From an optimization exercise on the open Yosys and OpenROAD flow, aimed at small area, a short achievable clock period and few clock cycles per item; shortcuts taken in it are not production practice.
Only simulation tests tie the RTL to the original design; equivalence was not proved.
Power figures rest on the tool's default switching activity, not on a simulated workload.

--- config.mk ---
export PLATFORM = sky130hd
export DESIGN_NAME = execute_pipe
export DESIGN_NICKNAME = execute_pipe
export VERILOG_FILES = /design/flow/design.v
export SDC_FILE = /design/flow/constraint.sdc
export NUM_CORES = 4
export LEC_CHECK = 0
export CAP_MARGIN = 20
export CORE_MARGIN = 2
export CORE_UTILIZATION = 35
export SETUP_SLACK_MARGIN = 1.2
export SLEW_MARGIN = 20
--- constraint.sdc ---
create_clock -name core_clock -period 7.0 [get_ports {clock}]
set_input_delay 1.4000 -clock core_clock [delete_from_list [all_inputs] [get_ports {clock}]]
set_output_delay 1.4000 -clock core_clock [all_outputs]
set_load 0.01 [all_outputs]
--- design.v ---
package exec_pkg;
  localparam logic [3:0] IHALT   = 4'h0;
  localparam logic [3:0] INOP    = 4'h1;
  localparam logic [3:0] IRRMOVQ = 4'h2;
  localparam logic [3:0] IIRMOVQ = 4'h3;
  localparam logic [3:0] IRMMOVQ = 4'h4;
  localparam logic [3:0] IMRMOVQ = 4'h5;
  localparam logic [3:0] IOPQ    = 4'h6;
  localparam logic [3:0] IJXX    = 4'h7;
  localparam logic [3:0] ICALL   = 4'h8;
  localparam logic [3:0] IRET    = 4'h9;
  localparam logic [3:0] IPUSHQ  = 4'hA;
  localparam logic [3:0] IPOPQ   = 4'hB;
  localparam logic [3:0] ALUADD = 4'h0;
  localparam logic [3:0] ALUSUB = 4'h1;
  localparam logic [3:0] ALUAND = 4'h2;
  localparam logic [3:0] ALUXOR = 4'h3;
  localparam logic [3:0] ALUMUL = 4'h4;
  localparam logic [3:0] C_YES = 4'h0;
  localparam logic [3:0] C_LE  = 4'h1;
  localparam logic [3:0] C_L   = 4'h2;
  localparam logic [3:0] C_E   = 4'h3;
  localparam logic [3:0] C_NE  = 4'h4;
  localparam logic [3:0] C_GE  = 4'h5;
  localparam logic [3:0] C_G   = 4'h6;
  localparam logic [3:0] RNONE = 4'hF;
  typedef enum logic [1:0] {S_IDLE, S_MUL, S_DONE} mul_state_e;
  typedef struct packed {
    logic zf;
    logic sf;
    logic of;
  } cc_t;
  function automatic logic cond_eval(input logic [3:0] fn, input cc_t cc);
    logic lt;
    lt = cc.sf ^ cc.of;
    case (fn)
      C_YES:   cond_eval = 1'b1;
      C_LE:    cond_eval = lt | cc.zf;
      C_L:     cond_eval = lt;
      C_E:     cond_eval = cc.zf;
      C_NE:    cond_eval = !cc.zf;
      C_GE:    cond_eval = !lt;
      C_G:     cond_eval = !lt && !cc.zf;
      default: cond_eval = 1'b0;
    endcase
  endfunction
endpackage
module seq_mul #(
  parameter int WIDTH = 64,
  parameter int K     = 5,
  parameter int STEPS = (WIDTH + K - 1) / K
) (
  input  logic             clock,
  input  logic             load,
  input  logic             hold,
  input  logic [WIDTH-1:0] a,
  input  logic [WIDTH-1:0] b,
  input  logic [WIDTH-1:0] t_hi,
  output logic [WIDTH-1:0] cs_s,
  output logic [WIDTH-1:0] cs_c,
  output logic             p_cy,
  output logic             p_top,
  output logic [WIDTH-1:0] p_lo
);
  localparam int LW = STEPS * K;       
  localparam int TW = WIDTH + K;       
  logic [WIDTH-1:0] hi;
  logic [LW-1:0]    lo;
  logic             cy;
  logic [TW-1:0]    pp [K];
  logic [TW-1:0]    s1, c1, s2, c2, s3, c3, s4, c4;
  logic [K:0]       t_lo;
  logic [LW-1:0]    prod;
  function automatic void csa(input logic [TW-1:0] x, input logic [TW-1:0] y,
                              input logic [TW-1:0] z, output logic [TW-1:0] s,
                              output logic [TW-1:0] c);
    s = x ^ y ^ z;
    c = ((x & y) | (x & z) | (y & z)) << 1;
  endfunction
  always_comb begin
    for (int i = 0; i < K; i++) pp[i] = TW'(a & {WIDTH{lo[i]}}) << i;
    pp[1][0] = cy;    
    csa(TW'(hi), pp[0], pp[1], s1, c1);
    csa(pp[2], pp[3], pp[4], s2, c2);
    csa(s1, c1, s2, s3, c3);
    csa(s3, c3, c2, s4, c4);
  end
  assign t_lo  = {1'b0, s4[K-1:0]} + {1'b0, c4[K-1:0]};
  assign cs_s  = s4[K +: WIDTH];
  assign cs_c  = c4[K +: WIDTH];
  assign p_cy  = t_lo[K];
  assign prod  = {t_lo[K-1:0], lo[LW-1:K]};
  assign p_lo  = prod[WIDTH-1:0];
  assign p_top = |prod[LW-1:WIDTH];
  always_ff @(posedge clock) begin
    if (load) begin
      hi <= '0;
      lo <= LW'(b);
      cy <= 1'b0;
    end else if (!hold) begin
      hi <= t_hi;
      lo <= {t_lo[K-1:0], lo[LW-1:K]};
      cy <= t_lo[K];
    end
  end
endmodule
import exec_pkg::*;
module execute_pipe #(
  parameter int WIDTH  = 64,
  parameter bit MUL_EN = 1'b1
) (
  input  logic             clock,
  input  logic             reset,
  input  logic             in_valid,
  input  logic [3:0]       icode,
  input  logic [3:0]       ifun,
  input  logic [WIDTH-1:0] valA,
  input  logic [WIDTH-1:0] valB,
  input  logic [WIDTH-1:0] valC,
  input  logic [3:0]       dstE,
  input  logic [3:0]       dstM,
  input  logic             m_exc,
  input  logic             stall,
  input  logic             bubble,
  output logic             busy,
  output logic             out_valid,
  output logic [3:0]       e_icode,
  output logic             e_cnd,
  output logic [WIDTH-1:0] e_valE,
  output logic [WIDTH-1:0] e_valA,
  output logic [3:0]       e_dstE,
  output logic [3:0]       e_dstM,
  output logic             zf,
  output logic             sf,
  output logic             of
);
  localparam int MUL_K = 5;
  localparam int STEPS = (WIDTH + MUL_K - 1) / MUL_K;
  localparam int CW    = $clog2(STEPS + 1);
  logic               cc_zf, cc_sf, cc_of;
  logic               is_opq, is_mul, mul_ready, capture, load, cc_we, cnd;
  logic               op_add, op_sub, op_and, op_xor, op_mul;
  logic               y_a, y_inv, y_c, y_pm8, y_m8, cin;
  logic [WIDTH-1:0]   x, y, p, g, sum, val_e;
  logic               sum_zero, alu_zf, alu_of;
  logic [3:0]         dst_e;
  logic [WIDTH-1:0]   prod_lo, cs_s, cs_c;
  logic               prod_cy, prod_top, prod_hi_nz, m_act;
  logic [CW-1:0]      mcnt;    
  function automatic logic cond_eval(input logic [3:0] fn, input logic z, input logic s,
                                     input logic o);
    logic lt;
    lt = s ^ o;
    case (fn)
      C_YES:   cond_eval = 1'b1;
      C_LE:    cond_eval = lt | z;
      C_L:     cond_eval = lt;
      C_E:     cond_eval = z;
      C_NE:    cond_eval = !z;
      C_GE:    cond_eval = !lt;
      C_G:     cond_eval = !lt && !z;
      default: cond_eval = 1'b0;
    endcase
  endfunction
  assign is_opq    = (icode == IOPQ);
  assign op_add    = is_opq && (ifun == ALUADD);
  assign op_sub    = is_opq && (ifun == ALUSUB);
  assign op_and    = is_opq && (ifun == ALUAND);
  assign op_xor    = is_opq && (ifun == ALUXOR);
  assign op_mul    = MUL_EN && is_opq && (ifun == ALUMUL);
  assign is_mul    = in_valid && op_mul;
  assign mul_ready = (mcnt == CW'(STEPS));
  assign busy      = !reset && is_mul && !mul_ready;
  assign capture   = in_valid && !busy;
  assign load      = capture && !bubble;
  always_ff @(posedge clock or posedge reset) begin
    if (reset)           mcnt <= '0;
    else if (!is_mul)    mcnt <= '0;
    else if (!mul_ready) mcnt <= mcnt + 1'b1;
    else if (!stall)     mcnt <= '0;
  end
  always_ff @(posedge clock or posedge reset) begin
    if (reset) m_act <= 1'b0;
    else       m_act <= is_mul && !(mul_ready && !stall);
  end
  seq_mul #(.WIDTH(WIDTH), .K(MUL_K), .STEPS(STEPS)) u_mul (
    .clock  (clock),
    .load   (!m_act),
    .hold   (mul_ready),
    .a      (valA),
    .b      (valB),
    .t_hi   (sum),
    .cs_s   (cs_s),
    .cs_c   (cs_c),
    .p_cy   (prod_cy),
    .p_top  (prod_top),
    .p_lo   (prod_lo)
  );
  assign prod_hi_nz = prod_top || !sum_zero;
  assign y_a     = !icode[3] && icode[2] && icode[1];                         
  assign y_inv   = y_a && ifun[0] && !ifun[1];                                
  assign y_c     = !icode[3] && icode[2] && !icode[1];                        
  assign y_pm8   = icode[3] && !icode[2];                                     
  assign y_m8    = y_pm8 && !icode[0];                                        
  assign cin     = m_act ? 1'b0 : y_inv;
  always_comb begin
    for (int i = 0; i < WIDTH; i++) begin
      x[i] = m_act ? cs_s[i] : valB[i];
      y[i] = m_act ? cs_c[i] :
             (((y_a && valA[i]) ^ y_inv) || (y_c && valC[i]) || (y_m8 && i >= 4) ||
              (y_pm8 && i == 3));
    end
  end
  assign p   = x ^ y;
  assign g   = x & y;
  assign sum = x + y + WIDTH'(cin);
  assign sum_zero = ((x ^ y) == {x[WIDTH-2:0] | y[WIDTH-2:0], cin | (m_act && prod_cy)});
  always_comb begin
    val_e  = '0;
    alu_zf = sum_zero;
    alu_of = (x[WIDTH-1] == y[WIDTH-1]) && (sum[WIDTH-1] != x[WIDTH-1]);
    case (icode)
      IRRMOVQ:                          val_e = valA;
      IIRMOVQ:                          val_e = valC;
      IRMMOVQ, IMRMOVQ, ICALL, IPUSHQ,
      IRET, IPOPQ:                      val_e = sum;
      IOPQ:
        case (ifun)
          ALUADD, ALUSUB: val_e = sum;
          ALUAND: begin
            val_e  = g;
            alu_zf = (g == '0);
            alu_of = 1'b0;
          end
          ALUXOR: begin
            val_e  = p;
            alu_zf = (p == '0);
            alu_of = 1'b0;
          end
          ALUMUL: begin
            val_e  = prod_lo;
            alu_zf = (prod_lo == '0);
            alu_of = prod_hi_nz;
          end
          default: ;
        endcase
      default: ;
    endcase
  end
  assign cnd   = ((icode == IJXX) || (icode == IRRMOVQ)) ? cond_eval(ifun, cc_zf, cc_sf, cc_of) : 1'b0;
  assign dst_e = ((icode == IRRMOVQ) && !cnd) ? RNONE : dstE;
  assign cc_we = capture && !stall && !m_exc && (op_add || op_sub || op_and || op_xor || op_mul);
  always_ff @(posedge clock or posedge reset) begin
    if (reset) begin
      cc_zf <= 1'b1;
      cc_sf <= 1'b0;
      cc_of <= 1'b0;
    end else if (cc_we) begin
      cc_zf <= alu_zf;
      cc_sf <= val_e[WIDTH-1];
      cc_of <= alu_of;
    end
  end
  assign zf = cc_zf;
  assign sf = cc_sf;
  assign of = cc_of;
  always_ff @(posedge clock or posedge reset) begin
    if (reset) begin
      out_valid <= 1'b0;
      e_icode   <= INOP;
      e_cnd     <= 1'b0;
      e_valE    <= '0;
      e_valA    <= '0;
      e_dstE    <= RNONE;
      e_dstM    <= RNONE;
    end else if (!stall) begin
      out_valid <= load;
      e_icode   <= load ? icode : INOP;
      e_cnd     <= load ? cnd : 1'b0;
      e_valE    <= load ? val_e : '0;
      e_valA    <= load ? valA : '0;
      e_dstE    <= load ? dst_e : RNONE;
      e_dstM    <= load ? dstM : RNONE;
    end
  end
endmodule
--- flow/run.sh ---
#!/bin/bash
# The standard layout, with plain buffers (buf_2) on the ports in place of the delay buffers
# buffer_ports picks by default. Each tool's full output is in orfs/logs; standard.sh's own
# output goes to standard.log.
set -euo pipefail
export BUFFER_PORTS_ARGS="-buffer_cell sky130_fd_sc_hd__buf_2"
bash standard.sh > standard.log 2>&1
--- standard.sh ---
#!/bin/bash
# synth_recipe.tcl (not shown) runs the flow's synth.tcl, then flattens the netlist and writes it again
# the make line also repeats each setting of config.mk as NAME=value (left out here)
make -C /OpenROAD-flow-scripts/flow DESIGN_CONFIG=/design/flow/config.mk WORK_HOME=/design/flow/orfs CLKGATE_MAP_FILE= SYNTH_SCRIPT=/design/flow/synth_recipe.tcl "${@:-finish}"
==> flow_summary_export.csv, run 1 <==
group,metric,value,unit
layout,fin_nets,4682,
power_and_ir_drop,clockPowerShare,0.349,
hold_path,hold_start,"u_mul.hi[61]",
run,maxCapViolations,0,
power_and_ir_drop,p_int,3980,uW
power_and_ir_drop,p_leak,0.0167,uW
critical_path,crit_path_start,"valA[5]",
detailed_routing,drt_iter0_drc,3108,
power_and_ir_drop,pwr-share-seq,0.276,
sta,finalCritPeriodShare,0.857,
sta,worstMarginPinSlew,1.14,ns
sta,min_period,6.00,ns
layout,areaGrowthSynthToFinish,18.5,%
sta,fin_skew,0.0281,ns
global_route,overflow,0,
yosys,netlist_area,30500,sq um
critical_path,path_cells,"buf_6, and2_4, fa_1, inv_1, fa_1, inv_2, fa_1, nand2_1, nand2_2, inv_2, fa_2, fa_2, nand2b_4, a21oi_4, o21bai_4, a21o_1, a311oi_2, o211ai_1, buf_4, a211o_4, a2111oi_4, mux2i_1, nand2_1",
detailed_routing,wl_per_cell,24.2,um
cts,clock_latency,0.60,ns
die,start_util,0.352,
yosys,synth_ff_type,"dfrtp_1",
sta,fmax,167,MHz
global_route,grt_first_pass_wirelength,189,mm
yosys,synth.top_cell.area_share,0.167,
yosys,synth_edf_count,64,
placement,dp_hpwl,97.0,mm
cts,clk_path_buf_depth,3,
placement,placedInstanceArea,33600,sq um
power_and_ir_drop,power_switching_share,0.382,
run_status,outcome,"timing/DRC/antenna clean",
layout,stdcell_area,36100,sq um
yosys,synth.largest_area_cell,"fa_1",
sta,hold_viol,0,
critical_path,required,7.49,ns
die,rows,108,
cts,root_buffer,"clkbuf_16",
cts,h-tree-depth,2,
cts,cts_tree,"done",
detailed_routing,first_pass_iters,9,
detailed_routing,vias,29600,
sta,setup_tns,0,ns
yosys,synth_area_per_cell,7.94,sq um
layout,fin_util,0.417,
critical_path,worst-setup-path-type,"in2reg",
sta,finalMaxSlewViolations,0,
cts,clock-sinks,280,
critical_path,start_kind,"input pin",
cts,clkSlewWorstSetupHoldPaths,0.07,ns
yosys,synthCells,3841,
power_and_ir_drop,max-vdd-ir-drop,0.145,mV
yosys,synthTopCellsByArea,"fa_1, dfrtp_1, nand2_1, edfxtp_1, inv_1",
yosys,synth.distinct_cells,83,
die,die_w,299,um
yosys,ys_seq_area_frac,0.230,
critical_path,cp_common_cell,"fa_1",
global_route,track_usage,0.278,
critical_path,crit_slowest_cell,"fa_1",
placement,place_inst,5150,
critical_path,cp_max_fo,4,
detailed_routing,drc_errors,0,
sta,rsz0062_at_grt,"yes",
die,dieArea,89500,sq um
power_and_ir_drop,power_density,178,nW/um^2
die,core-area,86600,sq um
detailed_routing,antenna_left,0,
power_and_ir_drop,p_comb_frac,0.375,
cts,cts_inserted_buffers,40,
placement,io_buffers,359,
global_route,grt_pass1_vias,28700,
sta,slew_headroom,0.240,
layout,drive_above_1_share,0.179,
die,dieHeight,299,um
layout,final_cell_count_no_fill,5271,
power_and_ir_drop,p_sw,2460,uW
critical_path,arrival,6.49,ns
sta,whs,0.469,ns
critical_path,r2r-start,"u_mul.lo[0]",
global_route,grt_max_degree,98,
global_route,antenna_found_initial,13,
critical_path,endpoint_kind,"flop",
detailed_routing,viasPerCell,5.62,
die,ios,360,
detailed_routing,wl,127,mm
yosys,ys_warn_count,3,
yosys,synth_fp_nets,4446,
placement,place_congestion,1.00,
hold_path,hold_path.class,"reg2reg",
yosys,ys_ff_latch,280,
critical_path,crit_path_max_incr_delay,0.51,ns
sta,setup_violations,0,
yosys,async_flop_share,0.536,
## power groups by stage
stage / sequential, uW / clock [uW] / combinational [uW]
after floorplan: 1810 / 0 / 1420
after global placement: 1810 / 0 / 2230
after detailed placement: 1810 / 0 / 2240
after CTS: 1780 / 2280 / 2310
after global routing: 1780 / 2330 / 2630
final: 1780 / 2240 / 2410
## placed cells by master, fill, tap and decap left out, types with 12 or more instances in the layout
| cell | count |
|---|---|
| a31oi_1 | 12 |
| a21oi_1 | 259 |
| nand4_1 | 40 |
| buf_4 | 136 |
| fa_1 | 251 |
| clkbuf_16 | 42 |
| nand2_1 | 711 |
| mux2i_1 | 66 |
| nand3_1 | 41 |
| nand2_2 | 19 |
| xor2_1 | 36 |
| dfrtp_1 | 139 |
| a21o_1 | 30 |
| inv_1 | 457 |
| nor2_1 | 113 |
| nor3_1 | 25 |
| a211oi_1 | 13 |
| o21a_1 | 74 |
| o21ai_0 | 212 |
| clkbuf_4 | 12 |
| dfxtp_1 | 66 |
| a222oi_1 | 36 |
| nor4_1 | 63 |
| edfxtp_1 | 64 |
| nor2b_1 | 17 |
| ha_1 | 111 |
| a22oi_1 | 34 |
| xnor2_1 | 140 |
| and2_1 | 149 |
| buf_2 | 339 |
| buf_12 | 12 |
| ha_2 | 15 |
| a22o_1 | 76 |
| o21bai_1 | 14 |
## synthesized netlist by cell type, types with 36 or more instances
cell type / count
a21oi_1: 268
a222oi_1: 36
a22o_1: 76
and2_1: 154
buf_1: 45
clkbuf_1: 241
dfrtp_1: 140
dfxtp_1: 66
edfxtp_1: 64
fa_1: 254
ha_1: 137
inv_1: 461
mux2i_1: 66
nand2_1: 730
nand3_1: 43
nand4_1: 40
nor2_1: 116
nor4_1: 67
o21a_1: 74
o21ai_0: 220
xnor2_1: 142
xor2_1: 40
## per-stage QoR
step / worst slack, ns / power, uW
floorplan: 0.813 / 3230
global placement: 0.205 / 4040
detailed placement: 0.144 / 4050
CTS: 1.00 / 6370
global route: 0.858 / 6750
finish: 1.00 / 6440
## layout make-up
cell class                 count  area, sq um
antenna                        7         17.5
sequential                   280         7010
timing repair buffer         510         3180
multi-input combinational   2784        21300
inverter                     461         1740
clock buffer                  56         1150
clock inverter                18          230
tap                         1155         1450
fill                        8859        50500
## worst max-delay path: cells and delay by family
kind | cells | cell delay (ns)
compound gates | 7 | 1.71
buf+inv | 5 | 0.41
mux | 1 | 0.22
simple gates | 5 | 0.55
fa+ha+maj | 5 | 2.20
## logic make-up (layout without fill, tap and decap cells)
kind of cell,count (synthesis),after routing,share of synthesized area
AOI/OAI and AO/OA,882,882,0.186
other,0,7,0
adders and majority gates,392,392,0.223
xor gates and xnor gates,182,182,0.0523
buffers and inverters,777,1045,0.0973
muxes,71,71,0.0235
and+or+nand+nor,1257,1257,0.187
DFF,280,280,0.230
## sequential cells by signal (all words and copies together), names as in the netlist, 4 cells and up
register,count
u_mul.hi,64
e_dstE,4
u_mul.lo,65
e_valE,64
e_icode,4
mcnt,4
e_dstM,4
e_valA,64
## per-layer routing
metal  part of all wire  vias to the layer above  track usage
met5            0.00039                        -            0
met4              0.035                        8       0.0944
met3              0.085                      234       0.0441
met2               0.46                     1447        0.449
met1               0.42                    14800        0.378
li1                   -                    13200            -
## timing repair
item / CTS / global route
setup buffers: 19 / 21
resized for setup: 46 / 126
cloned: 0 / 0
hold endpoints to repair: 0 / 0
hold buffers: 0 / 0
pin swaps: 23 / 40
endpoints found under the setup margin: 63 / 66
## worst paths after layout
kind	end	slack (ns)	cells after the start
max	u_mul.hi[60]	1.00	23
min	u_mul.hi[61]	0.47	2
max reg2reg	u_mul.hi[60]	1.29	23
min reg2reg	u_mul.hi[61]	0.47	2
max in group asynchronous	e_valE[22]	4.79	3
min in group asynchronous	mcnt[1]	0.87	2
Testbench counts, summed over its fixed seeds: cycles 31,668, items 16,000.
==> run 2: changes to the inputs <==
--- a/config.mk
+++ b/config.mk
@@ -8,5 +8,6 @@
 export CAP_MARGIN = 20
 export CORE_MARGIN = 2
 export CORE_UTILIZATION = 35
-export SETUP_SLACK_MARGIN = 1.2
+export CTS_BUF_LIST = sky130_fd_sc_hd__clkbuf_8
+export SETUP_SLACK_MARGIN = 1.0
 export SLEW_MARGIN = 20
==> run 2 against run 1 <==
Effect of this change:
- highest routed layer unchanged
- sequential power barely moved
- synthesized cell count did not move
- final cell count about the same
- first-iteration DRC count is 2.2% lower
- sequential cell count is the same
- critical path depth is 1 lower
- final area fell by 3.0%
- critical endpoint is now e_valE[48]
- die area stayed put
- largest cell class unchanged
- hold slack improved by 0.0071 ns
- routed wire length is 1.1% higher
- sequential share of layout area grew 0.60 points
- non-clock buffer count decreased by 39
- critical path type unchanged
==> flow_summary_export.csv, run 2 <==
group,metric,value,unit
critical_path,required,7.57,ns
cts,root_buffer,"clkbuf_8",
critical_path,reg2reg_depth,19,
critical_path,worst-setup-path-type,"in2reg",
sta,setup_violations,0,
layout,fin_nets,4663,
sta,whs,0.477,ns
sta,slew_headroom,0.302,
yosys,synth_edf_count,64,
sta,fin_skew,0.0267,ns
power_and_ir_drop,max-vdd-ir-drop,0.139,mV
global_route,track_usage,0.281,
sta,hold_viol,0,
global_route,grt_pass1_vias,28900,
critical_path,cp_common_cell,"fa_1",
run,maxCapViolations,0,
detailed_routing,wl,129,mm
detailed_routing,viasPerCell,5.60,
hold_path,hold_path.class,"reg2reg",
layout,drive_above_1_share,0.157,
global_route,overflow,0,
hold_path,whs_path_depth,2,
yosys,synth_most_common_cell,"nand2_1",
yosys,synthTopCellsByCount,"nand2_1, inv_1, a21oi_1",
detailed_routing,antenna_left,0,
placement,io_buffers,359,
die,dieHeight,299,um
yosys,ys_warn_count,3,
yosys,synth.top_cell.area_share,0.167,
cts,h-tree-depth,2,
die,dieArea,89500,sq um
sta,rsz0062_at_grt,"yes",
sta,setup_tns,0,ns
critical_path,cp_max_fo,4,
layout,areaGrowthSynthToFinish,14.9,%
detailed_routing,drc_errors,0,
critical_path,crit_path_max_incr_delay,0.50,ns
layout,stdcell_area,35000,sq um
yosys,netlist_area,30500,sq um
yosys,synth.largest_area_cell,"fa_1",
critical_path,arrival,6.59,ns
sta,fmax,166,MHz
detailed_routing,vias,29500,
die,core-area,86600,sq um
cts,clock_latency,0.72,ns
cts,clk_path_buf_depth,3,
cts,clkSlewWorstSetupHoldPaths,0.06,ns
run_status,outcome,"timing/DRC/antenna clean",
critical_path,start_kind,"input pin",
die,rows,108,
hold_path,hold_start,"out_valid",
sta,min_period,6.01,ns
layout,top_register,"u_mul.lo",
die,die_w,299,um
power_and_ir_drop,p_leak,0.0165,uW
critical_path,path_cells,"buf_2, and2_4, fa_1, inv_1, fa_1, inv_1, fa_1, nand2_1, nand2_2, inv_2, fa_2, fa_2, nand2b_4, a21oi_4, o21bai_4, a21o_1, a311oi_2, o211ai_1, a21boi_1, a31oi_1, mux2i_1, a31oi_1",
placement,dp_hpwl,97.1,mm
placement,place_congestion,0.988,
yosys,synth_area_per_cell,7.94,sq um
layout,largest_register_ff_count,65,
critical_path,crit_slowest_cell,"fa_1",
layout,layout_commonest_cell,"nand2_1",
critical_path,crit_buf_inv,4,
detailed_routing,drt_iter0_drc,3039,
power_and_ir_drop,power_density,175,nW/um^2
hold_path,holdPathEnd,"out_valid",
yosys,ys_seq_area_frac,0.230,
global_route,grt_max_degree,94,
placement,placedInstanceArea,33500,sq um
yosys,synth.distinct_cells,83,
layout,mostFrequentLayoutCells,"nand2_1, inv_1, buf_2, a21oi_1, fa_1",
sta,worstMarginPinSlew,1.04,ns
cts,cts_inserted_buffers,60,
cts,cts_hold_buffers,0,
die,ios,360,
detailed_routing,wl_per_cell,24.4,um
cts,clock-sinks,280,
cts,cts_tree,"done",
layout,fin_util,0.405,
yosys,ys_ff_latch,280,
critical_path,crit_family,"adder cells",
yosys,synth_fp_nets,4446,
yosys,synthTopCellsByArea,"fa_1, dfrtp_1, nand2_1, edfxtp_1, inv_1",
detailed_routing,first_pass_iters,6,
yosys,synth_ff_type,"dfrtp_1",
critical_path,timing.reg2reg.setup_slack,1.10,ns
die,start_util,0.352,
yosys,async_flop_share,0.536,
global_route,grt_first_pass_wirelength,191,mm
global_route,antenna_found_initial,8,
sta,finalMaxSlewViolations,0,
critical_path,r2r-start,"u_mul.lo[4]",
sta,finalCritPeriodShare,0.859,
critical_path,rr_endpoint,"e_valE[48]",
power_and_ir_drop,finalPower,6140,uW
critical_path,endpoint_kind,"flop",
yosys,synthCells,3841,
-- run 2: logic make-up after synthesis --
family,share of synthesized area
xor+xnor,0.0523
simple gates,0.187
flops,0.230
fa+ha+maj,0.223
buf+inv,0.0973
mux,0.0235
compound gates,0.186
-- run 2: repair_timing --
item | in CTS | in global routing
pin swaps | 2 | 11
gates resized for setup | 3 | 29
setup endpoints to repair | 43 | 50
setup buffers | 4 | 10
-- run 2: worst max-delay path by stage --
stage / end / cells past startpoint / slack [ns] / startpoint
2_1_floorplan: u_mul.hi[60] / 22 / 0.81 / valA[4]
3_3_place_gp: e_valE[59] / 21 / 0.12 / valA[5]
3_5_place_dp: e_valE[59] / 20 / 0.13 / valA[3]
4_1_cts: u_mul.hi[60] / 21 / 1.01 / valA[2]
5_1_grt: e_valE[48] / 22 / 0.95 / valA[4]
6_report: e_valE[48] / 22 / 0.99 / valA[4]
-- run 2: area by class of cell --
type / instances / area, sq um
Clock buffer: 70 / 963
Inverter: 461 / 1740
Clock inverter: 44 / 364
Antenna cell: 4 / 10.0
Fill cell: 8911 / 51600
Timing Repair Buffer: 471 / 2780
Multi-Input combinational cell: 2784 / 20700
Sequential cell: 280 / 7010
Tap cell: 1155 / 1450
-- run 2: tightest hold or removal path, stage by stage (launching register included) --
cell and delay (ns):
dfrtp_1 0.34, nand2_1 0.05, nand2_1 0.05
-- run 2: stage by stage --
step           std cells  setup slack, ns
2_1_floorplan       3841            0.813
3_3_place_gp        5137            0.119
3_5_place_dp        5137            0.130
4_1_cts             5255             1.01
5_1_grt             5267            0.954
6_report            5269            0.988
-- run 2: report_power, final --
part           switching (uW)  internal (uW)  leakage (uW)
sequential               50.6           1730       0.00323
clock                     924           1140      0.000733
combinational            1470            827        0.0125
-- run 2: layer usage --
metal	vias to the layer above	wire [um]	GRT usage	part of all wire
met4	4	5040	0.0961	0.039
met1	14600	53500	0.381	0.42
met2	1540	58900	0.453	0.46
met3	281	11300	0.0475	0.088
met5	-	24	0	0.00019
li1	13100	-	-	-
==> run 3: changes to the inputs <==
--- a/config.mk
+++ b/config.mk
@@ -8,6 +8,5 @@
 export CAP_MARGIN = 20
 export CORE_MARGIN = 2
 export CORE_UTILIZATION = 35
-export CTS_BUF_LIST = sky130_fd_sc_hd__clkbuf_8
 export SETUP_SLACK_MARGIN = 1.0
 export SLEW_MARGIN = 20
==> run 3 against run 2 <==
Effect of this change:
- routed wire length shrank 0.11%
- sequential power about the same
- still clean
- setup slack worse by 0.031 ns
- sequential cell count is the same
- critical path type unchanged
==> flow_summary_export.csv, run 3 <==
group,metric,value,unit
critical_path,cp_max_fo,4,
power_and_ir_drop,p_sw,2440,uW
die,start_util,0.352,
layout,top_register,"u_mul.lo",
yosys,ys_warn_count,3,
cts,clk_path_buf_depth,3,
yosys,synth.distinct_cells,83,
yosys,synthTopCellsByArea,"fa_1, dfrtp_1, nand2_1, edfxtp_1, inv_1",
power_and_ir_drop,power_density,178,nW/um^2
yosys,synth.top_cell.area_share,0.167,
placement,place_congestion,0.988,
critical_path,rr_endpoint,"u_mul.hi[60]",
layout,drive_above_1_share,0.156,
critical_path,r2r-start,"u_mul.lo[3]",
power_and_ir_drop,p_comb_frac,0.369,
power_and_ir_drop,power_switching_share,0.390,
layout,mostFrequentLayoutCells,"nand2_1, inv_1, buf_2, a21oi_1, fa_1",
critical_path,required,7.48,ns
yosys,synth_ff_type,"dfrtp_1",
yosys,netlist_area,30500,sq um
detailed_routing,drc_errors,0,
critical_path,reg2reg_depth,20,
sta,fmax,165,MHz
global_route,grt_first_pass_wirelength,190,mm
detailed_routing,first_pass_iters,7,
layout,layout_commonest_cell,"nand2_1",
cts,cts_inserted_buffers,40,
detailed_routing,viasPerCell,5.63,
cts,cts_tree,"done",
die,ios,360,
global_route,grt_max_degree,94,
power_and_ir_drop,pwr-share-seq,0.285,
layout,areaGrowthSynthToFinish,15.4,%
power_and_ir_drop,max-vdd-ir-drop,0.172,mV
cts,clock-sinks,280,
placement,placedInstanceArea,33500,sq um
die,dieHeight,299,um
die,rows,108,
placement,io_buffers,359,
detailed_routing,drt-met1-wl,53.2,mm
yosys,ys_ff_latch,280,
sta,fin_skew,0.0252,ns
power_and_ir_drop,p_int,3810,uW
critical_path,start_kind,"input pin",
sta,rsz0062_at_grt,"yes",
detailed_routing,wl_per_cell,24.6,um
critical_path,worst-setup-path-type,"in2reg",
cts,clock_latency,0.59,ns
sta,min_period,6.04,ns
sta,setup_violations,0,
critical_path,arrival,6.52,ns
hold_path,hold_path.class,"reg2reg",
sta,finalCritPeriodShare,0.863,
yosys,synthCells,3841,
detailed_routing,drt_iter0_drc,3054,
die,core-area,86600,sq um
sta,setup_tns,0,ns
detailed_routing,vias,29400,
cts,clkSlewWorstSetupHoldPaths,0.06,ns
global_route,track_usage,0.281,
layout,fin_nets,4645,
global_route,grt_pass1_vias,28700,
yosys,async_flop_share,0.536,
die,die_w,299,um
detailed_routing,antenna_left,0,
detailed_routing,wl,129,mm
critical_path,endpoint_kind,"flop",
critical_path,timing.reg2reg.setup_slack,1.08,ns
placement,dp_hpwl,97.1,mm
run,maxCapViolations,0,
yosys,ys_seq_area_frac,0.230,
power_and_ir_drop,clockPowerShare,0.346,
layout,largest_register_ff_count,65,
sta,slew_headroom,0.299,
detailed_routing,wl_met2,59.0,mm
detailed_routing,highest_layer,"met5",
critical_path,crit_path_start,"valA[4]",
yosys,synthTopCellsByCount,"nand2_1, inv_1, a21oi_1",
layout,fin_util,0.406,
layout,stdcell_area,35200,sq um
yosys,synth_most_common_cell,"nand2_1",
yosys,synth_edf_count,64,
run_status,outcome,"timing/DRC/antenna clean",
sta,worstMarginPinSlew,1.05,ns
yosys,synth_area_per_cell,7.94,sq um
power_and_ir_drop,p_leak,0.0164,uW
critical_path,crit_path_end,"u_mul.hi[60]",
die,dieArea,89500,sq um
cts,root_buffer,"clkbuf_16",
cts,h-tree-depth,2,
sta,finalMaxSlewViolations,0,
detailed_routing,dr_wl_met3,11.4,mm
global_route,antenna_found_initial,6,
yosys,synth_fp_nets,4446,
yosys,synth.largest_area_cell,"fa_1",
global_route,overflow,0,
sta,hold_viol,0,
## run 3: changes by cell type in the layout (fill, tap and decap cells not counted), sizes merged
cell,previous run,this run
clkinvlp,3,0
diode,4,2
clkbuf,72,60
bufinv,6,2
buf,469,471
inv,478,464
clkinv,18,11
## run 3: cell type report
class	instances	area, sq um
Multi-Input combinational cell	2784	20900
Timing Repair Buffer	473	2780
Fill cell	8909	51400
Clock inverter	16	158
Tap cell	1155	1450
Sequential cell	280	7010
Inverter	461	1740
Clock buffer	58	1170
Antenna cell	2	5.00
## run 3: worst min path at each step
stage / slack [ns] / cells past startpoint / endpoint / start
after global routing: 0.49 / 2 / u_mul.hi[22] / u_mul.hi[22]
after CTS: 0.47 / 2 / u_mul.hi[61] / u_mul.hi[61]
after global placement: 0.47 / 2 / u_mul.hi[57] / u_mul.hi[57]
after detailed placement: 0.46 / 2 / u_mul.hi[61] / u_mul.hi[61]
after floorplan: 0.44 / 2 / u_mul.hi[61] / u_mul.hi[61]
final: 0.48 / 2 / u_mul.hi[61] / u_mul.hi[61]
## run 3: metal layers
| metal | GRT usage | vias up |
|---|---|---|
| met5 | 0 | - |
| met4 | 0.0993 | 2 |
| met3 | 0.0488 | 246 |
| met2 | 0.452 | 1509 |
| met1 | 0.380 | 14600 |
| li1 | - | 13100 |
## run 3: kinds of logic (layout without fill, tap and decap cells)
logic type | Yosys count | count (layout) | synth area share
simple gates | 1257 | 1257 | 0.187
flops | 280 | 280 | 0.230
mux | 71 | 71 | 0.0235
buf+inv | 777 | 1008 | 0.0973
other cells | 0 | 2 | 0
xor+xnor | 182 | 182 | 0.0523
fa+ha+maj | 392 | 392 | 0.223
compound gates | 882 | 882 | 0.186
## run 3: power by group through the flow
| stage | clock [uW] | combinational (uW) | sequential, uW |
|---|---|---|---|
| after CTS | 2210 | 2250 | 1780 |
| after floorplan | 0 | 1410 | 1810 |
| final | 2160 | 2310 | 1780 |
| after detailed placement | 0 | 2220 | 1810 |
| after global routing | 2260 | 2520 | 1780 |
| after global placement | 0 | 2210 | 1810 |
## run 3: stage by stage
stage,total power [uW],hold WS [ns],cells,setup slack (ns)
after floorplan,3220,0.441,3841,0.813
after global placement,4020,0.465,5137,0.119
after detailed placement,4030,0.464,5137,0.130
after CTS,6240,0.472,5218,0.980
after global routing,6570,0.493,5228,0.871
final,6250,0.475,5229,0.957
## run 3: critical path, stage by stage
cell and delay [ns]:
buf_6 0.10, and2_4 0.15, fa_1 0.50, inv_1 0.05, fa_1 0.47, inv_1 0.05
fa_1 0.49, nand2_1 0.07, nand2_2 0.12, inv_2 0.05, fa_2 0.34, fa_2 0.36
nand2b_4 0.16, a21oi_4 0.17, o21bai_4 0.09, a21o_1 0.20, a311oi_2 0.36, o211ai_1 0.26
a211o_1 0.40, a2111oi_4 0.43, mux2i_1 0.23, nand2_1 0.06
## run 3: what timing repair did
item,4_1_cts,5_1_grt
hold buffers,0,0
pin swaps,8,8
gates resized for setup,7,47
setup endpoints to repair,43,55
buffers inserted,7,9
==> run 4: changes to the inputs <==
--- a/config.mk
+++ b/config.mk
@@ -7,6 +7,6 @@
 export LEC_CHECK = 0
 export CAP_MARGIN = 20
 export CORE_MARGIN = 2
-export CORE_UTILIZATION = 35
+export CORE_UTILIZATION = 45
 export SETUP_SLACK_MARGIN = 1.0
 export SLEW_MARGIN = 20
==> run 4 against run 3 <==
Effect of this change:
- still clean
- die area shrank 22%
- non-clock buffer count grew 2
- final area shrank 0.64%
- final cell count shrank 5.3%
- global-route usage grew 7.0 points
- maximum frequency grew 1.8%
- combinational power is essentially flat
- total power grew 0.58%
- core utilization grew 11 points
==> flow_summary_export.csv, run 4 <==
group,metric,value,unit
layout,drive_above_1_share,0.156,
cts,h-tree-depth,2,
power_and_ir_drop,max-vdd-ir-drop,0.152,mV
critical_path,cp_max_fo,7,
yosys,synth_fp_nets,4446,
die,die_w,264,um
detailed_routing,drc_errors,0,
global_route,grt_pass1_vias,28800,
sta,worstMarginPinSlew,1.22,ns
critical_path,worst-setup-path-type,"in2reg",
detailed_routing,wl_per_cell,25.0,um
critical_path,required,7.48,ns
detailed_routing,dr_wl_met3,11.3,mm
critical_path,timing.reg2reg.setup_slack,1.21,ns
critical_path,crit_buf_inv,4,
placement,io_buffers,359,
hold_path,hold_path.class,"reg2reg",
die,start_util,0.454,
global_route,grt_max_degree,106,
global_route,antenna_found_initial,6,
layout,fin_nets,4647,
hold_path,hold_start,"u_mul.hi[23]",
hold_path,whs_path_depth,2,
cts,cts_inserted_buffers,40,
cts,clock_latency,0.60,ns
sta,fin_skew,0.0261,ns
yosys,synth_most_common_cell,"nand2_1",
yosys,netlist_area,30500,sq um
sta,fmax,168,MHz
yosys,synthTopCellsByCount,"nand2_1, inv_1, a21oi_1",
critical_path,crit_path_max_incr_delay,0.51,ns
cts,clock-sinks,280,
detailed_routing,antenna_left,0,
run,maxCapViolations,0,
critical_path,endpoint_kind,"flop",
global_route,grt_first_pass_wirelength,186,mm
run_status,outcome,"timing/DRC/antenna clean",
sta,rsz0062_at_grt,"yes",
die,core-area,67200,sq um
layout,areaGrowthSynthToFinish,14.6,%
critical_path,rr_endpoint,"e_valE[49]",
cts,root_buffer,"clkbuf_16",
yosys,synth.largest_area_cell,"fa_1",
power_and_ir_drop,p_leak,0.0165,uW
placement,dp_hpwl,93.3,mm
placement,place_congestion,1.03,
die,rows,95,
layout,mostFrequentLayoutCells,"nand2_1, inv_1, buf_2, a21oi_1, fa_1",
sta,min_period,5.94,ns
die,ios,360,
layout,largest_register_ff_count,65,
critical_path,arrival,6.42,ns
detailed_routing,highest_layer,"met5",
detailed_routing,wl,124,mm
yosys,ys_warn_count,3,
power_and_ir_drop,power_density,180,nW/um^2
critical_path,crit_family,"adder cells",
critical_path,cp_common_cell,"fa_1",
cts,cts_tree,"done",
yosys,synth_ff_type,"dfrtp_1",
yosys,synth_edf_count,64,
critical_path,crit_slowest_cell,"fa_1",
hold_path,holdPathEnd,"u_mul.hi[23]",
global_route,track_usage,0.351,
yosys,async_flop_share,0.536,
die,dieArea,69900,sq um
yosys,ys_seq_area_frac,0.230,
sta,finalCritPeriodShare,0.848,
critical_path,path_cells,"buf_12, and2_4, fa_1, inv_1, fa_1, inv_1, fa_1, nand2_1, nand2_2, inv_2, fa_2, fa_2, nand2b_4, a21oi_4, o21bai_4, a21o_1, a311oi_2, o211ai_1, a211o_1, a2111oi_4, mux2i_1, nand2_1",
detailed_routing,drt_iter0_drc,3566,
die,dieHeight,264,um
layout,layout_commonest_cell,"nand2_1",
detailed_routing,viasPerCell,5.99,
yosys,synthTopCellsByArea,"fa_1, dfrtp_1, nand2_1, edfxtp_1, inv_1",
critical_path,r2r-start,"u_mul.lo[4]",
detailed_routing,first_pass_iters,8,
sta,hold_viol,0,
sta,finalMaxSlewViolations,0,
yosys,synth.distinct_cells,83,
yosys,synth.top_cell.area_share,0.167,
detailed_routing,vias,29700,
sta,whs,0.475,ns
sta,setup_tns,0,ns
critical_path,start_kind,"input pin",
global_route,overflow,0,
cts,clk_path_buf_depth,3,
critical_path,reg2reg_depth,20,
layout,top_register,"u_mul.lo",
detailed_routing,wl_met2,55.5,mm
sta,slew_headroom,0.180,
sta,setup_violations,0,
yosys,ys_ff_latch,280,
detailed_routing,drt-met1-wl,52.5,mm
yosys,synthCells,3841,
cts,clkSlewWorstSetupHoldPaths,0.06,ns
yosys,synth_area_per_cell,7.94,sq um
[run 4: layer usage]
metal,GRT usage,vias to the layer above
met5,0,-
met4,0.124,2
met3,0.0528,261
met2,0.550,1668
met1,0.493,14700
li1,-,13100
[run 4: tightest hold or removal path, delay by kind of cell, from the launching register on]
family,cells,cell delay [ns]
DFF,1,0.32
AOI/OAI and AO/OA,1,0.05
and+or+nand+nor,1,0.06
[run 4: cell type report]
cell class	instances	area [sq um]
Inverter	461	1740
Fill cell	6592	32200
Antenna cell	7	17.5
Tap cell	873	1090
Timing Repair Buffer	475	2880
Clock buffer	63	1250
Multi-Input combinational cell	2784	20900
Sequential cell	280	7010
Clock inverter	10	113
[run 4: kinds of logic (layout without fill, tap and decap cells)]
logic type	Yosys count	after routing	share of synthesized area
flops	280	280	0.230
mux	71	71	0.0235
other cells	0	7	0
fa+ha+maj	392	392	0.223
simple gates	1257	1257	0.187
buf+inv	777	1009	0.0973
xor+xnor	182	182	0.0523
compound gates	882	882	0.186
[run 4: timing repair]
| item | CTS | global route |
|---|---|---|
| pin swaps | 5 | 6 |
| gates resized for setup | 10 | 56 |
| endpoints found under the hold margin | 0 | 0 |
| setup endpoints to repair | 36 | 56 |
| hold buffers | 0 | 0 |
| setup buffers | 8 | 11 |
[run 4: stage by stage]
stage | power (uW) | cells | util | setup slack [ns] | cell area (sq um)
after floorplan | 3220 | 3841 | - | 0.813 | 30600
after global placement | 4020 | 4854 | 0.493 | -0.148 | 33100
after detailed placement | 4020 | 4854 | 0.493 | -0.215 | 33100
after CTS | 6230 | 4935 | 0.516 | 0.997 | 34600
after global routing | 6580 | 4950 | 0.520 | 0.894 | 35000
final | 6280 | 4953 | 0.521 | 1.06 | 35000
[run 4: worst max-delay path by stage]
stage / startpoint / end / depth (start not counted)
6_report: valA[4] / u_mul.hi[60] / 22
5_1_grt: valA[4] / u_mul.hi[60] / 22
4_1_cts: valA[2] / e_valE[59] / 19
3_5_place_dp: valA[6] / e_valE[59] / 20
3_3_place_gp: valA[3] / e_valE[59] / 19
2_1_floorplan: valA[4] / u_mul.hi[60] / 22
[run 4: report_power, final]
group	switching, uW	internal (uW)	leakage, uW
clock	884	1300	0.000675
sequential	51.9	1730	0.00323
combinational	1470	847	0.0126
==> run 5: changes to the inputs <==
==> flow/run.sh (replaced) <==
#!/bin/bash
# The standard layout, with plain buffers (buf_1) on the ports in place of the delay buffers
# buffer_ports picks by default. Each tool's full output is in orfs/logs; standard.sh's own
# output goes to standard.log.
set -euo pipefail
export BUFFER_PORTS_ARGS="-buffer_cell sky130_fd_sc_hd__buf_1"
bash standard.sh > standard.log 2>&1
--- a/config.mk
+++ b/config.mk
@@ -7,6 +7,6 @@
 export LEC_CHECK = 0
 export CAP_MARGIN = 20
 export CORE_MARGIN = 2
-export CORE_UTILIZATION = 45
+export CORE_UTILIZATION = 35
 export SETUP_SLACK_MARGIN = 1.0
 export SLEW_MARGIN = 20
==> run 5 against run 4 <==
Effect of this change:
- still clean
- routed wire length is 4.2% higher
- critical path depth rose by 1
- sequential share of layout area fell by 0.069 points
- combinational power barely moved
- via count fell by 0.65%
- hold slack barely moved
- non-clock buffer count is 33 higher
- sequential cell count is the same
- clock power about the same
- core utilization decreased by 12 points
- critical path type unchanged
- largest power group unchanged
- highest routed layer unchanged
==> flow_summary_export.csv, run 5 <==
group,metric,value,unit
run_status,outcome,"timing/DRC/antenna clean",
layout,areaGrowthSynthToFinish,15.0,%
power_and_ir_drop,clockPowerShare,0.349,
cts,clock_latency,0.61,ns
sta,fin_skew,0.0455,ns
layout,regArea,7010,sq um
placement,io_buffers,359,
global_route,track_usage,0.282,
yosys,synth_xor_area_frac,0.0523,
detailed_routing,drt_iter0_drc,2866,
die,dieArea,89500,sq um
run,maxCapViolations,0,
power_and_ir_drop,power_switching_share,0.389,
critical_path,cp_max_fo,4,
global_route,overflow,0,
global_route,busiest_layer,"met2",
sta,finalMaxSlewViolations,0,
power_and_ir_drop,p_comb_frac,0.367,
critical_path,crit_slowest_cell,"fa_1",
global_route,grt_first_pass_wirelength,192,mm
cts,cts_tree,"done",
critical_path,worst-setup-path-type,"in2reg",
yosys,ys_seq_area_frac,0.230,
yosys,synthCells,3841,
critical_path,cp_common_cell,"fa_2",
yosys,synth_area_per_cell,7.94,sq um
hold_path,hold_path.class,"reg2reg",
yosys,synthMuxAreaShare,0.0235,
die,core-area,86600,sq um
layout,fin_nets,4682,
detailed_routing,vias,29500,
yosys,synth_edf_count,64,
yosys,synthTopCellsByArea,"fa_1, dfrtp_1, nand2_1, edfxtp_1, inv_1",
cts,clk_path_buf_depth,3,
detailed_routing,wl_per_cell,24.5,um
yosys,synthSimpleGateAreaFrac,0.187,
yosys,synthTopCellsByCount,"nand2_1, inv_1, a21oi_1",
yosys,synth_ff_type,"dfrtp_1",
layout,stdcell_area,35100,sq um
yosys,synth_most_common_cell,"nand2_1",
cts,cts_hold_buffers,0,
power_and_ir_drop,p_int,3820,uW
cts,cts_inserted_buffers,42,
layout,top_register,"u_mul.lo",
yosys,synth_top_family_by_area,"adder cells",
global_route,grt_max_degree,106,
sta,rsz0062_at_grt,"yes",
yosys,synth-compound-area-share,0.186,
detailed_routing,wl,129,mm
yosys,synth.largest_area_cell,"fa_1",
placement,dp_hpwl,98.6,mm
layout,nFillCells,8910,
detailed_routing,antenna_left,0,
critical_path,crit_buf_inv,5,
cts,clock-sinks,280,
critical_path,crit_family,"adder cells",
power_and_ir_drop,pwr-share-seq,0.284,
yosys,synth_fp_nets,4446,
cts,h-tree-depth,2,
power_and_ir_drop,max-vdd-ir-drop,0.155,mV
global_route,antenna_found_initial,5,
sta,setup_tns,0,ns
die,rows,108,
global_route,grt_pass1_vias,28700,
layout,layout_commonest_cell,"nand2_1",
yosys,ys_ff_latch,280,
sta,min_period,5.95,ns
sta,worstMarginPinSlew,0.982,ns
cts,clkSlewWorstSetupHoldPaths,0.05,ns
sta,whs,0.476,ns
critical_path,start_kind,"input pin",
layout,drive_above_1_share,0.0868,
detailed_routing,first_pass_iters,8,
global_route,use_met3,0.0526,
placement,place_inst,5172,
detailed_routing,viasPerCell,5.60,
layout,largest_register_ff_count,65,
placement,place_congestion,0.996,
sta,fmax,168,MHz
sta,setup_violations,0,
cts,root_buffer,"clkbuf_16",
yosys,ys_warn_count,3,
die,die_w,299,um
power_and_ir_drop,power_density,178,nW/um^2
yosys,netlist_area,30500,sq um
sta,finalCritPeriodShare,0.851,
critical_path,endpoint_kind,"flop",
sta,hold_viol,0,
layout,mostFrequentLayoutCells,"nand2_1, inv_1, buf_1, a21oi_1, fa_1",
die,ios,360,
critical_path,path_cells,"buf_8, buf_6, and2_4, fa_1, inv_2, fa_1, fa_2, nand2_2, o21a_1, inv_2, fa_2, fa_2, nand2b_4, a21oi_4, o21bai_4, a21o_1, a311oi_2, o211ai_1, buf_4, a211o_4, a2111oi_4, mux2i_1, nand2_1",
yosys,synth.top_cell.area_share,0.167,
power_and_ir_drop,p_sw,2440,uW
global_route,grtUsageMet1,0.383,
critical_path,arrival,6.43,ns
yosys,async_flop_share,0.536,
detailed_routing,drc_errors,0,
sta,slew_headroom,0.345,
layout,multiInputGateArea,20800,sq um
die,start_util,0.352,
layout,final_cell_count_no_fill,5268,
yosys,synthAdderAreaFrac,0.223,
die,dieHeight,299,um
critical_path,required,7.48,ns
yosys,synth.distinct_cells,83,
power_and_ir_drop,p_leak,0.0155,uW
global_route,use_met2,0.448,
placement,placedInstanceArea,33300,sq um
critical_path,crit_path_max_incr_delay,0.52,ns
## run 5: cell counts after synthesis
No cell type changed its count.
## run 5: final timing paths
check | startpoint | to | slack, ns | depth (start not counted)
max | valA[4] | u_mul.hi[60] | 1.05 | 23
min | u_mul.hi[27] | u_mul.hi[27] | 0.48 | 2
max reg2reg | u_mul.lo[4] | e_valE[59] | 1.25 | 20
min reg2reg | u_mul.hi[27] | u_mul.hi[27] | 0.48 | 2
max in group asynchronous | reset | e_valE[21] | 4.61 | 3
min in group asynchronous | reset | e_valA[63] | 1.00 | 2
## run 5: per-stage QoR
step | utilization | worst slack [ns] | power [uW]
final | 0.405 | 1.05 | 6260
after global routing | 0.405 | 0.868 | 6580
after CTS | 0.402 | 1.00 | 6240
after detailed placement | 0.384 | -0.0216 | 4020
after global placement | 0.384 | -0.00774 | 4010
after floorplan | - | 0.813 | 3220
## run 5: metal layers
metal / wire, um / up-vias
li1: - / 13100
met1: 54200 / 14700
met2: 59000 / 1446
met3: 10700 / 244
met4: 5290 / 6
met5: 41 / -
## run 5: timing repair
item / CTS / global route
endpoints found under the setup margin: 42 / 57
setup buffers: 8 / 8
pin swaps: 4 / 6
gates resized for setup: 15 / 81
## run 5: worst register-to-register path, cell delays in order, from the launching register on
cell      delay [ns]
edfxtp_1        0.48
buf_6           0.27
buf_4           0.26
nand2_1         0.10
fa_1            0.51
fa_1            0.55
inv_1           0.05
fa_1            0.42
nand2_1         0.08
nand2_1         0.10
ha_1            0.48
nand2_1         0.15
nor4_1          0.39
nand3_1         0.17
nor3_1          0.20
a21o_2          0.28
a31oi_4         0.15
o31ai_2         0.35
xor2_2          0.15
a222oi_1        0.33
o22ai_1         0.13
## run 5: logic make-up after synthesis
family                     after synthesis
adders and majority gates              392
DFF                                    280
muxes                                   71
AOI/OAI and AO/OA                      882
buffers and inverters                  777
xor gates and xnor gates               182
and+or+nand+nor                       1257
## run 5: power by group through the flow
stage | clock (uW) | sequential (uW) | combinational, uW
2_1_floorplan | 0 | 1810 | 1410
3_3_place_gp | 0 | 1810 | 2200
3_5_place_dp | 0 | 1810 | 2200
4_1_cts | 2220 | 1780 | 2240
5_1_grt | 2280 | 1780 | 2520
6_report | 2180 | 1780 | 2300
## run 5: layout make-up
cell class / instances / share of cell area
Tap cell: 1155 / 0.0412
Clock inverter: 20 / 0.00517
Timing Repair Buffer: 508 / 0.0760
Multi-Input combinational cell: 2784 / 0.594
Inverter: 461 / 0.0497
Sequential cell: 280 / 0.200
Clock buffer: 58 / 0.0337
Antenna cell: 2 / 0.000143
==> run 6: changes to the inputs <==
--- a/design.v
+++ b/design.v
@@ -65,6 +65,7 @@
   localparam int LW = STEPS * K;       
   localparam int TW = WIDTH + K;       
   logic [WIDTH-1:0] hi;
+  logic             fresh;             
   logic [LW-1:0]    lo;
   logic             cy;
   logic [TW-1:0]    pp [K];
@@ -80,7 +81,7 @@
   always_comb begin
     for (int i = 0; i < K; i++) pp[i] = TW'(a & {WIDTH{lo[i]}}) << i;
     pp[1][0] = cy;    
-    csa(TW'(hi), pp[0], pp[1], s1, c1);
+    csa(TW'(hi & {WIDTH{!fresh}}), pp[0], pp[1], s1, c1);
     csa(pp[2], pp[3], pp[4], s2, c2);
     csa(s1, c1, s2, s3, c3);
     csa(s3, c3, c2, s4, c4);
@@ -93,12 +94,12 @@
   assign p_lo  = prod[WIDTH-1:0];
   assign p_top = |prod[LW-1:WIDTH];
   always_ff @(posedge clock) begin
+    fresh <= load;
+    if (!hold) hi <= t_hi;
     if (load) begin
-      hi <= '0;
       lo <= LW'(b);
       cy <= 1'b0;
     end else if (!hold) begin
-      hi <= t_hi;
       lo <= {t_lo[K-1:0], lo[LW-1:K]};
       cy <= t_lo[K];
     end
--- a/config.mk
+++ b/config.mk
@@ -7,6 +7,6 @@
 export LEC_CHECK = 0
 export CAP_MARGIN = 20
 export CORE_MARGIN = 2
-export CORE_UTILIZATION = 35
+export CORE_UTILIZATION = 45
 export SETUP_SLACK_MARGIN = 1.0
 export SLEW_MARGIN = 20
==> run 6 against run 5 <==
Effect of this change:
- still clean
- combinational power decreased by 4%
- register-to-register slack got worse by 0.04 ns
- non-clock buffer count decreased by 19
- first-iteration DRC count increased by 11%
- critical path type unchanged
==> flow_summary_export.csv, run 6 <==
group,metric,value,unit
run_status,outcome,"timing/DRC/antenna clean",
critical_path,path_cells,"buf_1, and2_1, fa_1, inv_1, fa_1, inv_1, fa_1, nand2_1, nand2_1, ha_1, xnor2_1, nor4_1, buf_4, nand4_1, nor4_1, nand4_1, o21ai_0, nor2_1, a21oi_1, o41ai_1",
layout,mostFrequentLayoutCells,"nand2_1, inv_1, buf_1, fa_1, o21ai_0",
yosys,ys_warn_count,3,
critical_path,required,7.44,ns
critical_path,cp_common_cell,"fa_1",
hold_path,hold_path.class,"reg2reg",
layout,fin_nets,4362,
power_and_ir_drop,p_leak,0.0147,uW
global_route,grt_first_pass_wirelength,173,mm
critical_path,crit_slowest_cell,"ha_1",
detailed_routing,drc_errors,0,
detailed_routing,first_pass_iters,8,
detailed_routing,wl,115,mm
detailed_routing,antenna_left,0,
die,core-area,65600,sq um
cts,h-tree-depth,2,
yosys,synth_edf_count,128,
cts,cts_tree,"done",
sta,worstMarginPinSlew,1.19,ns
sta,fmax,170,MHz
layout,largest_register_ff_count,65,
layout,layout_commonest_cell,"nand2_1",
sta,setup_violations,0,
placement,io_buffers,359,
sta,fin_skew,0.0143,ns
sta,finalMaxSlewViolations,0,
layout,multiInputGateArea,19800,sq um
layout,top_register,"u_mul.lo",
sta,min_period,5.90,ns
cts,clock_latency,0.57,ns
die,start_util,0.454,
power_and_ir_drop,max-vdd-ir-drop,0.185,mV
layout,areaGrowthSynthToFinish,12.8,%
critical_path,arrival,6.34,ns
yosys,synth.largest_area_cell,"fa_1",
global_route,grt_max_degree,79,
cts,cts_inserted_buffers,38,
yosys,synthTopCellsByArea,"fa_1, edfxtp_1, dfrtp_1, nand2_1, ha_1",
detailed_routing,vias,27600,
layout,regArea,7670,sq um
layout,drive_above_1_share,0.0837,
sta,setup_tns,0,ns
placement,place_congestion,0.993,
detailed_routing,drt_iter0_drc,3187,
yosys,synthCells,3529,
critical_path,crit_path_max_incr_delay,0.59,ns
placement,dp_hpwl,88.8,mm
cts,cts_hold_buffers,0,
yosys,synth_most_common_cell,"nand2_1",
yosys,ys_ff_latch,281,
critical_path,crit_family,"adder cells",
yosys,synth.top_cell.area_share,0.171,
run,maxCapViolations,0,
layout,fin_util,0.513,
die,dieHeight,261,um
critical_path,endpoint_kind,"flop",
cts,clk_path_buf_depth,3,
global_route,antenna_found_initial,2,
yosys,netlist_area,29800,sq um
die,die_w,261,um
die,ios,360,
critical_path,worst-setup-path-type,"in2reg",
power_and_ir_drop,power_density,183,nW/um^2
yosys,synth_ff_type,"dfrtp_1",
critical_path,cp_max_fo,9,
yosys,synth_fp_nets,4134,
cts,clock-sinks,281,
yosys,async_flop_share,0.534,
sta,finalCritPeriodShare,0.842,
critical_path,crit_buf_inv,4,
die,dieArea,68300,sq um
yosys,synth.distinct_cells,83,
detailed_routing,viasPerCell,5.93,
global_route,grt_pass1_vias,27100,
power_and_ir_drop,finalPower,6160,uW
yosys,synthTopCellsByCount,"nand2_1, inv_1, fa_1",
critical_path,start_kind,"input pin",
die,rows,94,
sta,rsz0062_at_grt,"yes",
global_route,overflow,0,
global_route,track_usage,0.335,
cts,root_buffer,"clkbuf_16",
layout,nFillCells,6429,
yosys,ys_seq_area_frac,0.257,
sta,hold_viol,0,
sta,slew_headroom,0.204,
critical_path,timing.reg2reg.setup_slack,1.21,ns
yosys,synth_area_per_cell,8.45,sq um
cts,clkSlewWorstSetupHoldPaths,0.06,ns
detailed_routing,wl_per_cell,24.8,um
run 6: cell count changes after synthesis, sizes merged, moves of 27 or more:
cell,before,now
xor2,40,67
dfxtp,66,3
a221o,0,34
nand2,731,762
a21oi,272,166
edfxtp,64,128
inv,461,359
buf,75,111
clkbuf,241,190
nand2b,12,67
a22oi,34,3
and2,154,40
run 6: kinds of logic (layout without fill, tap and decap cells):
| family | Yosys count | in the layout | share of synthesized area |
|---|---|---|---|
| AOI/OAI and AO/OA | 752 | 752 | 0.175 |
| buffers and inverters | 660 | 917 | 0.0856 |
| adders and majority gates | 391 | 391 | 0.228 |
| other | 0 | 2 | 0 |
| and+or+nand+nor | 1183 | 1183 | 0.174 |
| DFF | 281 | 281 | 0.257 |
| xor gates and xnor gates | 193 | 193 | 0.0567 |
| muxes | 69 | 69 | 0.0233 |
run 6: final cells by class:
cell class	count	share of cell area
repair buffers	489	0.0744
well taps	864	0.0321
flip-flops and latches	281	0.228
inverters	359	0.0402
clock buffers	53	0.0324
clock inverters	16	0.00350
multi-input cells	2588	0.589
diodes	2	0.000149
run 6: routing by layer:
layer	track usage	up-vias	wire, um
met1	0.460	13800	47900
met4	0.113	2	4320
met3	0.0476	218	9090
met2	0.544	1347	53900
met5	0	-	12
li1	-	12200	-
run 6: repair_timing:
action / CTS / global route
resized for setup: 16 / 72
pin swaps: 3 / 18
hold endpoints to repair: 0 / 0
endpoints found under the setup margin: 19 / 48
buffers inserted: 2 / 7
run 6: power breakdown:
part / leakage, uW / internal [uW] / switching (uW)
Combinational: 0.0107 / 787 / 1410
Clock: 0.000598 / 1130 / 828
Sequential: 0.00339 / 1920 / 85.6
Total: 0.0147 / 3840 / 2320
run 6: metrics by stage:
stage	hold WS (ns)	std cells	area (sq um)	setup WS, ns
floorplan	0.432	3529	29900	1.01
global placement	0.445	4572	32100	0.317
detailed placement	0.452	4572	32100	0.164
CTS	0.461	4643	33400	0.989
global route	0.484	4650	33600	0.951
finish	0.462	4652	33600	1.10
run 6: worst paths after layout:
path                             startpoint    endpoint  cells past startpoint
min in group asynchronous             reset  e_valA[58]                      2
worst min register to register    e_dstM[1]   e_dstM[1]                      2
worst min-delay path              e_dstM[1]   e_dstM[1]                      2
max in group asynchronous             reset  e_valE[29]                      4
worst max register to register  u_mul.fresh  e_valE[41]                     20
worst max-delay path               valA[61]       cc_of                     20
run 6: worst register-to-register path, stage by stage, from the launching register on:
cell      delay, ns
dfxtp_2        0.72
nand2b_1       0.25
fa_1           0.43
fa_1           0.57
inv_2          0.04
fa_1           0.52
nand2_1        0.07
nand2_2        0.14
inv_2          0.05
fa_2           0.39
buf_4          0.15
nor2b_1        0.19
o2111a_1       0.25
buf_4          0.14
nor3_1         0.04
o21ai_1        0.33
a21o_1         0.31
a31oi_1        0.20
o21bai_1       0.29
xor2_1         0.42
a221o_1        0.22
Testbench counts of run 6, summed over its fixed seeds: cycles 31,668, items 16,000.
==> run 7: changes to the inputs <==
--- a/config.mk
+++ b/config.mk
@@ -7,6 +7,6 @@
 export LEC_CHECK = 0
 export CAP_MARGIN = 20
 export CORE_MARGIN = 2
-export CORE_UTILIZATION = 45
+export CORE_UTILIZATION = 35
 export SETUP_SLACK_MARGIN = 1.0
 export SLEW_MARGIN = 20
==> run 7 against run 6 <==
Effect of this change:
- still clean on timing, DRC and antenna
- hold slack worse by 0.00059 ns
- routed wire length up 4.9%
- non-clock buffer count down 7
- critical path type unchanged
- largest cell class unchanged
==> flow_summary_export.csv, run 7 <==
group,metric,value,unit
run_status,outcome,"timing/DRC/antenna clean",
sta,hold_viol,0,
cts,clk_path_buf_depth,3,
yosys,synth.distinct_cells,83,
critical_path,required,7.46,ns
yosys,synth.largest_area_cell,"fa_1",
layout,drive_above_1_share,0.0809,
detailed_routing,drt-met1-wl,50.0,mm
yosys,ys_ff_latch,281,
placement,place_congestion,0.998,
placement,place_inst,4849,
yosys,synthTopCellsByArea,"fa_1, edfxtp_1, dfrtp_1, nand2_1, ha_1",
critical_path,worst-setup-path-type,"in2reg",
placement,pre_cts_slack,0.262,ns
layout,areaGrowthSynthToFinish,14.4,%
power_and_ir_drop,max-vdd-ir-drop,0.132,mV
cts,clock-sinks,281,
sta,fin_skew,0.0271,ns
cts,cts_tree,"done",
detailed_routing,drc_errors,0,
yosys,synth.top_cell.area_share,0.171,
global_route,track_usage,0.270,
yosys,ys_seq_area_frac,0.257,
cts,h-tree-depth,2,
sta,slew_headroom,0.288,
layout,nFillCells,8743,
global_route,antenna_found_initial,9,
yosys,synthTopCellsByCount,"nand2_1, inv_1, fa_1",
detailed_routing,dr_wl_met3,8.83,mm
sta,worstMarginPinSlew,1.07,ns
sta,setup_tns,0,ns
sta,rsz0062_at_grt,"yes",
detailed_routing,wl_met2,56.9,mm
critical_path,cp_max_fo,7,
global_route,grt_max_degree,119,
sta,min_period,5.93,ns
power_and_ir_drop,power_switching_share,0.373,
yosys,synth_ff_type,"dfrtp_1",
detailed_routing,viasPerCell,5.60,
yosys,ys_warn_count,3,
yosys,synth_area_per_cell,8.45,sq um
layout,layout_commonest_cell,"nand2_1",
layout,final_cell_count_no_fill,4936,
cts,clkSlewWorstSetupHoldPaths,0.06,ns
power_and_ir_drop,pwr-share-seq,0.314,
yosys,synthCells,3529,
die,rows,107,
placement,io_buffers,359,
critical_path,timing.reg2reg.setup_slack,1.20,ns
die,die_w,296,um
sta,fmax,169,MHz
die,ios,360,
detailed_routing,first_pass_iters,10,
critical_path,endpoint_kind,"flop",
sta,finalMaxSlewViolations,0,
global_route,overflow,0,
yosys,synth_edf_count,128,
detailed_routing,drt_iter0_drc,2923,
layout,largest_register_ff_count,65,
hold_path,hold_path.class,"reg2reg",
die,core-area,84700,sq um
yosys,netlist_area,29800,sq um
power_and_ir_drop,p_sw,2380,uW
sta,setup_violations,0,
cts,root_buffer,"clkbuf_16",
die,start_util,0.352,
yosys,synth_most_common_cell,"nand2_1",
power_and_ir_drop,p_comb_frac,0.344,
die,dieHeight,296,um
cts,cts_hold_buffers,0,
power_and_ir_drop,p_leak,0.0148,uW
detailed_routing,wl_per_cell,24.5,um
global_route,grt_pass1_vias,26900,
layout,top_register,"u_mul.lo",
cts,cts_inserted_buffers,41,
power_and_ir_drop,clockPowerShare,0.341,
critical_path,start_kind,"input pin",
cts,clock_latency,0.59,ns
layout,mostFrequentLayoutCells,"nand2_1, inv_1, buf_1, fa_1, o21ai_0",
yosys,async_flop_share,0.534,
layout,fin_nets,4358,
power_and_ir_drop,power_density,187,nW/um^2
critical_path,arrival,6.39,ns
detailed_routing,highest_layer,"met5",
detailed_routing,vias,27600,
sta,layout_setup_ws,1.07,ns
yosys,synth_fp_nets,4134,
die,dieArea,87500,sq um
detailed_routing,antenna_left,0,
run,maxCapViolations,0,
sta,finalCritPeriodShare,0.846,
global_route,grt_first_pass_wirelength,178,mm
detailed_routing,wl,121,mm
placement,dp_hpwl,93.6,mm
power_and_ir_drop,p_int,4010,uW
==> run 7: cell counts after synthesis <==
No cell type changed its count.
==> run 7: final timing paths <==
path                                  start          to  depth (start not counted)
worst max-delay path                valA[2]  e_valE[50]                         21
worst min-delay path              e_dstE[0]   e_dstE[0]                          2
worst max register to register  u_mul.lo[0]  e_valE[50]                         19
worst min register to register    e_dstE[0]   e_dstE[0]                          2
max in group asynchronous             reset  e_valA[29]                          3
min in group asynchronous             reset  e_valA[60]                          2
==> run 7: layout make-up <==
class / instances / area (sq um) / share of cell area
Antenna cell: 8 / 20.0 / 0.000587
Clock buffer: 62 / 1290 / 0.0379
Clock inverter: 12 / 103 / 0.00301
Inverter: 359 / 1350 / 0.0397
Multi-Input combinational cell: 2588 / 19800 / 0.580
Sequential cell: 281 / 7670 / 0.225
Tap cell: 1144 / 1430 / 0.0420
Timing Repair Buffer: 482 / 2460 / 0.0721
==> run 7: what timing repair did <==
action / in CTS / in global routing
buffers inserted: 1 / 4
pin swaps: 2 / 19
gates resized for setup: 7 / 70
setup endpoints to repair: 12 / 38
hold endpoints to repair: 0 / 0
==> run 7: metrics by stage <==
stage                     hold slack [ns]  utilization  power [uW]  area (sq um)
final                               0.461        0.402        6390         34100
after CTS                           0.464        0.400        6400         33900
after global routing                0.480        0.402        6700         34100
after floorplan                     0.432            -        3370         29900
after global placement              0.450        0.383        4170         32500
after detailed placement            0.455        0.383        4180         32500
==> run 7: layer usage <==
layer	track usage	vias up
li1	-	12200
met3	0.0376	232
met2	0.444	1337
met5	0	-
met1	0.359	13800
met4	0.108	2
==> run 7: kinds of logic after synthesis <==
| logic type | count (synthesis) | synth area share |
|---|---|---|
| xor+xnor | 193 | 0.0567 |
| mux | 69 | 0.0233 |
| compound gates | 752 | 0.175 |
| simple gates | 1183 | 0.174 |
| flops | 281 | 0.257 |
| fa+ha+maj | 391 | 0.228 |
| buf+inv | 660 | 0.0856 |
==> run 7: power by group through the flow <==
stage          combinational [uW]  clock, uW  sequential [uW]
6_report                     2200       2180             2010
5_1_grt                      2410       2270             2020
4_1_cts                      2170       2220             2010
3_5_place_dp                 2140          0             2040
3_3_place_gp                 2140          0             2040
2_1_floorplan                1350          0             2020
==> run 7: critical path: stages <==
cell,delay [ns]
clkbuf_2,0.10
buf_4,0.16
nand2_1,0.08
fa_1,0.48
fa_1,0.54
fa_1,0.39
nand2_1,0.08
o21a_1,0.16
inv_1,0.07
fa_2,0.36
fa_2,0.37
and2b_4,0.27
o2111ai_4,0.17
a2111oi_4,0.43
a311oi_4,0.12
o21ai_4,0.19
buf_12,0.15
a41oi_4,0.21
o21bai_2,0.20
xnor2_1,0.11
a221o_1,0.34

## what the ideal ports hide
Ports are ideal in the flow. The routed layouts listed here were re-timed in OpenROAD.
Step 1 assumes that a clkbuf_16 drives the clock port and a buf_2 every other input.
Step 2 moves the port delays by t, midway between the first and last clock arrival at a register: inputs arrive t later, outputs are due t later. That takes back most of the time a late clock gives input paths.
a / b / c = ideal / step 1 / step 2; a / b = the first two.
| run | shift t [ns] | slack for setup (ns) | worst setup path at the end | worst register clock-pin slew, ns |
|---|---|---|---|---|
| run 1 | 0.662 | 1.004 / 1.020 / 0.358 | input to register | 0.07 / 0.07 |
| run 2 | 0.778 | 0.988 / 1.005 / 0.227 | input to register | 0.07 / 0.07 |
| run 3 | 0.652 | 0.957 / 0.972 / 0.320 | input to register | 0.07 / 0.07 |
| run 4 | 0.651 | 1.061 / 1.076 / 0.426 | input to register | 0.07 / 0.07 |
| run 5 | 0.661 | 1.046 / 1.073 / 0.411 | input to register | 0.07 / 0.07 |
| run 6 | 0.631 | 1.104 / 1.150 / 0.519 | input to register | 0.06 / 0.06 |
| run 7 | 0.645 | 1.075 / 1.100 / 0.455 | input to register | 0.07 / 0.07 |
After both steps setup and hold are still met in every run listed. For run 2, which loses most, drivers alone change the setup slack by +0.017 ns; drivers and shift together by -0.761 ns.
